What follows belongs to an exercise in optimizing a design on an open flow for small area; a production flow would make more cautious choices.
Function was not checked in any run shown here: the RTL went through the layout flow alone.
Power and IR drop assume default switching activity.

## flow/design.v (module list and top-level ports; edited modules follow where they fit)
// module sa_fa: 11 lines
// module sa_ha: 10 lines
// module sa_nand2: 8 lines
// module sa_nor2: 8 lines
// module sa_and2: 8 lines
// module sa_or2: 8 lines
// module systolic_array_4x4: 4845 lines
module systolic_array_4x4
(
    input  logic       clk,
    input  logic       rst,
    input  logic       start_signal,
    input  logic       wen,
    input  logic [7:0] inp_north0,
    input  logic [7:0] inp_north1,
    input  logic [7:0] inp_north2,
    input  logic [7:0] inp_north3,
    input  logic [7:0] inp_west0,
    input  logic [7:0] inp_west1,
    input  logic [7:0] inp_west2,
    input  logic [7:0] inp_west3,
    output logic [4:0] count,
    output logic [7:0] activation_result12,
    output logic [7:0] activation_result13,
    output logic [7:0] activation_result14,
    output logic [7:0] activation_result15
);
  // ...
==> flow/flow/run.sh <==
#!/bin/bash
set -euo pipefail
bash standard.sh \
  'BUFFER_PORTS_ARGS=-buffer_cell sky130_fd_sc_hd__buf_1' \
  'CTS_ARGS=-sink_clustering_enable -repair_clock_nets -buf_list sky130_fd_sc_hd__clkbuf_16 -sink_clustering_size 30 -sink_clustering_max_diameter 100 -dont_use_dummy_load' \
  finish > standard.log 2>&1
==> flow/standard.sh <==
#!/bin/bash
# synth_recipe.tcl (not shown) runs the flow's synth.tcl, then flattens the netlist and writes it again
# the make line also repeats each setting of config.mk as NAME=value (left out here)
make -C /OpenROAD-flow-scripts/flow DESIGN_CONFIG=/design/flow/config.mk WORK_HOME=/design/flow/orfs CLKGATE_MAP_FILE= SYNTH_SCRIPT=/design/flow/synth_recipe.tcl "${@:-finish}"
==> flow/config.mk <==
export PLATFORM = sky130hd
export DESIGN_NAME = systolic_array_4x4
export DESIGN_NICKNAME = systolic_array_4x4
export VERILOG_FILES = /design/flow/design.v
export SDC_FILE = /design/flow/constraint.sdc
export NUM_CORES = 4
export LEC_CHECK = 0
export CAP_MARGIN = 20
export CORE_MARGIN = 2
export CORE_UTILIZATION = 40
export CTS_BUF_LIST = sky130_fd_sc_hd__clkbuf_16
export CTS_CLUSTER_DIAMETER = 100
export CTS_CLUSTER_SIZE = 30
export GPL_TIMING_DRIVEN = 0
export SLEW_MARGIN = 20
export SYNTH_HIERARCHICAL = 1
export SYNTH_MINIMUM_KEEP_SIZE = 0
==> flow/constraint.sdc <==
create_clock -name core_clock -period 7.0 [get_ports {clk}]
set_input_delay 1.4000 -clock core_clock [delete_from_list [all_inputs] [get_ports {clk}]]
set_output_delay 1.4000 -clock core_clock [all_outputs]
set_load 0.01 [all_outputs]
==> metrics.yaml, run 1 <==
sta:
  rsz0062_at_grt: "no"
  clock_skew_ns: 0.115
  drv_slew: 0
  fmax_mhz: 149
  finalCriticalPeriod_ns: 6.73
  whs_ns: 0.310
global_route:
  met3_usage: 0.0267
  grt_use_met2: 0.355
  grt_use_met1: 0.288
floorplan:
  core_sq_um: 91900
placed_design:
  portBuffers: 100
  gp_congestion: 0.934
worst_setup_path:
  cpMaxStageDelayCell: "fa_1"
  cp_common_cell: "fa_1"
  cp-startpoint: "wl01[7]$_DFFE_PP_"
  worstReg2RegStart: "wl01[7]$_DFFE_PP_"
  cpPeakStageDelay_ns: 0.63
  path_buf_inv: 0
logic_synthesis:
  synth.distinct_cells: 36
  synth_top_family_by_area: "adder cells"
  synth_common_cells: "fa_1, nand2_1, nor2_1"
  yosys.area.top_type_share: 0.494
  synth_edf_count: 128
  synthAdderAreaFrac: 0.528
  synth_xor_area_frac: 0.00612
  synth-async-reset-ratio: 0
  synth_compound_area_frac: 0.0164
  ys_seq_area_frac: 0.291
cells_and_area:
  area_growth_pct: 7.26
  diodes: 0
  final_cell_mix: "fa_1, nand2_1, nor2_1"
  nonClkBufAreaFrac: 0.0141
  fin_nets: 4203
  clockNetworkAreaShare: 0.0150
route:
  via_per_inst: 5.18
  drt_first_pass_iters: 7
power:
  powerSeq_uw: 3290
  p_comb_frac: 0.413
  p_sw_uw: 2980
  top_power_group: "combinational cells"
  irDropWorstVdd_v: 0.000508
worst_hold_path:
  min_from: "e3d3[3]$_DFF_P_"
run_status:
  status: "complete, no violations"
run:
  cap_violations: 0
==> run 2: changes to the inputs <==
==> flow/run.sh (new file) <==
#!/bin/bash
# synth_recipe.tcl (not shown) runs the flow's synth.tcl, then flattens the netlist and writes it again
# the make line also repeats each setting of config.mk as NAME=value (left out here)
make -C /OpenROAD-flow-scripts/flow DESIGN_CONFIG=/design/flow/config.mk WORK_HOME=/design/flow/orfs CLKGATE_MAP_FILE= SYNTH_SCRIPT=/design/flow/synth_recipe.tcl finish
removed: flow/flow/run.sh
removed: flow/standard.sh
==> metrics.yaml, run 2 <==
power:
  p_per_area_nw_per_um2: 206
  seqPwrFrac: 0.392
  p_clk_frac: 0.202
  p_sw_uw: 3120  # +4.8%
  irDropWorstVdd_v: 0.000445  # -12%
  p_leak_uw: 0.0150
  internal_power_uw: 5270
  p_comb_frac: 0.406  # -0.007
  swShare: 0.372
sta:
  tns_ns: 0
  worstMarginPinSlew_ns: 0.973
  finalCriticalPeriod_ns: 6.72  # -0.00722 ns
  drv_slew: 0  # unchanged
  slew_headroom: 0.346
  rsz0062_at_grt: "no"
  setup_viol: 0
  hold_viol_final: 0
  post-route-period-util: 0.960
  whs_ns: 0.334  # +0.0231 ns
  fmax_mhz: 149  # +0.11%
  clock_skew_ns: 0.0789  # -0.0365 ns
global_route:
  antenna_found_initial: 1
  grt_pass1_wl_mm: 152
  grt_max_degree: 64
  gr-total-overflow: 0
  grt_pass1_vias: 25600
  grt_usage: 0.214
floorplan:
  die_h_um: 309
  design.die.area_sq_um: 95500
  fp.dieW_um: 309
  start_util: 0.405
  ioPinCount: 105
  core_sq_um: 91900  # unchanged
  row_count: 111
worst_setup_path:
  cp_common_cell: "fa_1"
  critPathKind: "flop to flop"
  worst-path-max-fanout: 8
  required_ns: 7.51
  path_buf_inv: 0  # unchanged
  crit_path_end_kind: "flop"
  cp.arrival_ns: 7.23
  cp_cell_sequence: "or2_1 > fa_1 > fa_1 > fa_1 > fa_1 > fa_1 > fa_1 > fa_1 > fa_1 > ha_1 > a211oi_1 > nor3_2 > o2bb2ai_1 > o21ai_1 > a21oi_2 > o31a_1"
  critPathTopFamily: "adder cells"
  cpMaxStageDelayCell: "fa_1"
  start_kind: "flop"
  cpPeakStageDelay_ns: 0.63  # about the same
logic_synthesis:
  synth_top_cell_by_area: "fa_1"
  synthSimpleGateAreaFrac: 0.148
  synth_cells: 2981
  synth.distinct_cells: 36  # unchanged
  synth_seq_cells: 477
  yosys_warnings: 7
  synth_common_cells: "fa_1, nand2_1, nor2_1"
  synth-main-ff-cell: "dfxtp_1"
  yosys.cell_count.top_type: "fa_1"
  synth-async-reset-ratio: 0  # unchanged
  synth_area_sq_um: 37200
  synth_xor_area_frac: 0.00612  # unchanged
  synth_compound_area_frac: 0.0164  # unchanged
  synth_top_family_by_area: "adder cells"
  ys_seq_area_frac: 0.291  # unchanged
  syn_area_per_cell_sq_um: 12.5
  synth_area_leaders: "fa_1, dfxtp_1, edfxtp_1, nand2_1, nor2_1"
  yosys.area.top_type_share: 0.494  # unchanged
  synthAdderAreaFrac: 0.528  # unchanged
  synth_edf_count: 128  # unchanged
  muxShareOfSynthArea: 0.000269
route:
  wl_mm: 97.9
  drtIter0Drc: 1682
  drc: 0
  drt_first_pass_iters: 6  # -1
  via_per_inst: 5.15  # -0.59%
  via_count: 22500
  final_antenna_net_count: 0
  avgRoutedWirePerCell_um: 22.4
cells_and_area:
  area_growth_pct: 9.58
  final_layout_size_suffix_gt1_frac: 0.0201
  fin_nets: 4202  # -0.024%
  multi_input_area_sq_um: 26000
  final_common_cell: "fa_1"
  nFillCells: 8570
  regArea_sq_um: 10800
  stdcell_count: 4377
  final_cell_mix: "fa_1, nand2_1, nor2_1"
clock_tree:
  cts.sinks: 477
  cts_buffers: 24
  clock_latency_ns: 0.63
  htree_num_levels: 1
  cts_resized: 0
  clkTransAtPathRegs_ns: 0.11
  cts_setup_buffers: 0
  hold_buffers: 0
  cts_tree: "yes"
  clockRootBuffer: "clkbuf_16"
  cts_max_path_buffers: 3
worst_hold_path:
  min_path_type: "flop to flop"
placed_design:
  hpwl_mm: 77.7
  placedCellCount: 4332
  gp_congestion: 0.917  # -1.8%
  portBuffers: 100  # unchanged
run_status:
  status: "complete, no violations"
run:
  cap_violations: 0  # unchanged
[run 2: changes by cell type in the layout (fill, tap and decap cells not counted), moves of 2 or more]
cell	delta
buf_1	-99
buf_12	-3
buf_16	+2
clkdlybuf4s50_1	+99
clkinv_16	+2
clkinv_8	+2
inv_1	+9
inv_12	+2
inv_16	+3
[run 2: Yosys stat by module, one instance, submodules excluded]
module | flops+latches | cell area (sq um) | times used
sa_nor2 | 0 | 3.75 | 464
sa_or2 | 0 | 6.26 | 112
sa_ha | 0 | 12.5 | 72
systolic_array_4x4 | 477 | 12900 | 1
sa_fa | 0 | 20.0 | 918
sa_and2 | 0 | 6.26 | 112
sa_nand2 | 0 | 3.75 | 496
[run 2: through the flow]
step,power [uW],util,setup WS (ns),instance area [sq um]
finish,8390,0.444,0.282,40800
global route,9010,0.444,0.0249,40800
CTS,8450,0.443,0.310,40800
detailed placement,6750,0.434,0.394,39900
global placement,6700,0.433,-2.06,39800
floorplan,5720,-,1.03,37200
[run 2: power by group through the flow]
stage                     sequential [uW]  clock, uW  combinational [uW]
final                                3290       1690                3410
after global routing                 3320       1830                3860
after CTS                            3290       1740                3420
after detailed placement             3350          0                3400
after global placement               3360          0                3340
after floorplan                      3250          0                2470
[run 2: cell type report]
type,instances,area share
diodes,1,0.0000614
repair buffers,105,0.0275
clock inverters,19,0.00558
inverters,85,0.00782
multi-input cells,2412,0.638
flip-flops and latches,477,0.266
well taps,1243,0.0381
clock buffers,25,0.0153
plain buffers,10,0.00144
[run 2: kinds of logic after synthesis]
| logic type | Yosys count |
|---|---|
| muxes | 1 |
| buffers and inverters | 95 |
| adders and majority gates | 1019 |
| AOI/OAI and AO/OA | 80 |
| xor gates and xnor gates | 26 |
| other | 1 |
| DFF | 477 |
| and+or+nand+nor | 1282 |
[run 2: path summary, 6_finish.rpt]
check               startpoint                  to  slack [ns]  cells past startpoint
max          wl01[7]$_DFFE_PP_  res1[4]$_SDFF_PP0_        0.28                     16
min             e3t[0]$_DFF_P_         e4t$_DFF_P_        0.33                      0
max reg2reg  wl01[7]$_DFFE_PP_  res1[4]$_SDFF_PP0_        0.28                     16
min reg2reg     e3t[0]$_DFF_P_         e4t$_DFF_P_        0.33                      0
[run 2: per-layer routing]
metal  wire length (um)  GRT usage  part of all wire  vias to the layer above
met4               4390     0.0825             0.045                        0
met1              39700      0.284              0.41                    11900
li1                   -          -                 -                     9543
met5                  0          0                 0                        -
met3               6640     0.0386             0.068                      194
met2              47100      0.350              0.48                      881
[run 2: worst register-to-register path, delay by kind of cell (launching register included)]
kind | cells | cell delay [ns]
flip-flops | 1 | 0.53
AO/OA/AOI/OAI | 5 | 1.26
adder cells (fa/ha/maj) | 9 | 4.17
AND/OR/NAND/NOR | 2 | 0.65

==> static timing again, ports no longer ideal <==
Ports are ideal in the flow. The routed layouts listed here were re-timed in OpenROAD. Step 1 (the two cells are an assumption about what drives the block):
set clk [get_ports {clk}]
set_driving_cell -lib_cell sky130_fd_sc_hd__clkbuf_16 $clk
set_driving_cell -lib_cell sky130_fd_sc_hd__buf_2 [delete_from_list [all_inputs] $clk]
Step 2 moves the port delays by t, midway between the first and last clock arrival at a register: inputs arrive t later, outputs are due t later. That takes back most of the time a late clock gives input paths. Slacks: no drivers / after step 1 / after step 2; pairs: no drivers / after step 1.
run | t, ns | slack for setup (ns) | worst register clock-pin slew, ns | worst data-port slew with drivers (ns)
run 1 | 0.625 | 0.274 / 0.274 / 0.274 | 0.11 / 0.11 | 0.09
run 2 | 0.653 | 0.282 / 0.282 / 0.282 | 0.11 / 0.11 | 0.10
After both steps every run listed still meets setup and hold.
